Background: an optimization exercise with open tools, aiming at small area, a short achievable clock period and few clock cycles. Do not read the settings as production practice.
Only simulation tests tie the RTL to the original design; equivalence was not proved.
Power figures rest on the tool's default switching activity, not on a simulated workload.

// sorted_set_engine
module sorted_set_engine #(
    parameter int CAPACITY = 32
) (
    input  logic        aclk,
    input  logic        aresetn,
    input  logic        s_tvalid,
    output logic        s_tready,
    input  logic [31:0] s_tdata,    
    input  logic [1:0]  s_tuser,    
    output logic        m_tvalid,
    input  logic        m_tready,
    output logic [31:0] m_tdata,    
    output logic [2:0]  m_tuser,    
    output logic        m_tlast
);
For scale: roughly 6800 cells after synthesis, about 1500 flip-flops, roughly 76 I/O pins.
==> flow/config.mk <==
export PLATFORM = sky130hd
export DESIGN_NAME = sorted_set_engine
export DESIGN_NICKNAME = sorted_set_engine
export VERILOG_FILES = /design/flow/design.v
export SDC_FILE = /design/flow/constraint.sdc
export NUM_CORES = 4
export LEC_CHECK = 0
export CAP_MARGIN = 20
export CORE_MARGIN = 2
export CORE_UTILIZATION = 40
export PLACE_DENSITY = 0.5
export SETUP_SLACK_MARGIN = 3.0
export SLEW_MARGIN = 20
==> flow/constraint.sdc <==
create_clock -name core_clock -period 6.0 [get_ports {aclk}]
set_input_delay 1.2000 -clock core_clock [delete_from_list [all_inputs] [get_ports {aclk}]]
set_output_delay 1.2000 -clock core_clock [all_outputs]
set_load 0.01 [all_outputs]
run.sh (not shown) runs the stock make flow with config.mk's settings and CLKGATE_MAP_FILE= SYNTH_SCRIPT=/design/flow/synth_recipe.tcl, a recipe that flattens the netlist after the stock synthesis.
Testbench counts at the start, summed over its fixed seeds: cycles 12,248.
Next try:
--- a/flow/design.v
+++ b/flow/design.v
@@ -176,54 +176,50 @@
     logic         plt_raw;
     logic         peq_raw;
     logic signed [W-1:0] a_val;
     assign a_val = s_tdata;
     for (genvar i = 0; i < N; i++) begin : g_cmp
         assign lt_raw[i] = (slot_reg[i] < a_val);
         assign eq_raw[i] = (slot_reg[i] == a_val);
     end
     assign plt_raw = (c_val < a_val);
     assign peq_raw = (c_val == a_val);
     logic          c_valid_n;
+    logic [1:0]    c_op_n;
     logic [PW-1:0] c_rem_n;
     logic          o_valid_n;
     logic          k_valid_n;
     logic          pop;
+    logic          fire_n;
+    logic          c_last_n;
     logic          rdy_n;
     logic [PW-1:0] occ_m1;
-    logic          q_full_n;
-    logic          occ_le1;
-    assign pop     = o_valid && m_tready;
-    assign occ_m1  = do_ins ? PW'(occ_reg) : (do_del ? PW'(occ_reg - OW'(2)) : PW'(occ_reg - OW'(1)));
-    assign occ_le1 = (occ_reg <= OW'(1));
+    assign pop    = o_valid && m_tready;
+    assign occ_m1 = PW'(occ_next - OW'(1));
     always_comb begin
         c_valid_n = accept || (c_valid && !c_done);
+        c_op_n    = accept ? s_tuser : c_op;
         c_rem_n   = accept ? occ_m1 : ((fire && c_list) ? c_rem - PW'(1) : c_rem);
         if (!o_valid) begin
             o_valid_n = fire;
             k_valid_n = 1'b0;
         end else if (!k_valid) begin
             o_valid_n = fire || !pop;
             k_valid_n = fire && !pop;
         end else begin
             o_valid_n = 1'b1;
             k_valid_n = !pop;
         end
-        q_full_n = o_valid_n && k_valid_n;
-        if (accept) begin
-            rdy_n = !q_full_n && (!s_tuser[1] || (!(do_ins || do_del) && occ_le1));
-        end else if (c_valid && !c_done) begin
-            rdy_n = !q_full_n && (!c_list || empty || (c_rem_n == '0));
-        end else begin
-            rdy_n = 1'b1;
-        end
+        fire_n   = c_valid_n && !(o_valid_n && k_valid_n) && !(c_op_n[1] && (do_ins || do_del));
+        c_last_n = !c_op_n[1] || (occ_next == '0) || (c_rem_n == '0);
+        rdy_n    = !c_valid_n || (fire_n && c_last_n);
     end
     always_ff @(posedge aclk) begin
         for (int i = 0; i < N; i++) begin
             if (!valid_reg[i]) begin
                 slot_reg[i] <= c_val;
             end
             if (pr_valid && pr_slot[i]) begin
                 rank_reg[i] <= pr_sum;
             end else if (rk_step[i]) begin
                 rank_reg[i] <= rk_up ? rank_reg[i] + PW'(1) : rank_reg[i] - PW'(1);
             end
Clock skew went up by 0.015 ns.
Register-to-register slack got worse by 0.36 ns.
Total power went down by 4.0%.
Non-clock buffer count came out lower by 113.
Die area hardly moves.
Clock-buffer cell count falls by 1.
Worst setup slack degrades by 0.27 ns.
Testbench counts after the change, summed over its fixed seeds: cycles 12,248.

[static timing again, ports no longer ideal]
How much do the figures lean on ideal ports? The routed layouts below were timed once more, with nothing changed but the port constraints.
Step 1 sets driving cells, clkbuf_16 on the clock port and buf_2 on the other inputs (assumed; they add their load-dependent delay and slew).
Step 2 also shifts input and output timing later by t, the mid clock arrival at the registers, as if the neighbouring blocks saw the same clock.
a / b / c = ideal / step 1 / step 2; a / b = the first two.
run	shift t [ns]	setup WS [ns]	hold WS [ns]	worst register clock-pin slew, ns	worst data-port slew with drivers (ns)
the first run	0.959	2.424 / 2.472 / 1.513	0.444 / 0.444 / 0.444	0.07 / 0.07	0.06
the second run	0.943	2.152 / 2.152 / 1.685	0.444 / 0.444 / 0.444	0.07 / 0.07	0.15
After both steps every run listed still meets setup and hold. The setup slack of the first run, which loses most, moves by +0.048 ns with the drivers and by -0.911 ns with both steps.
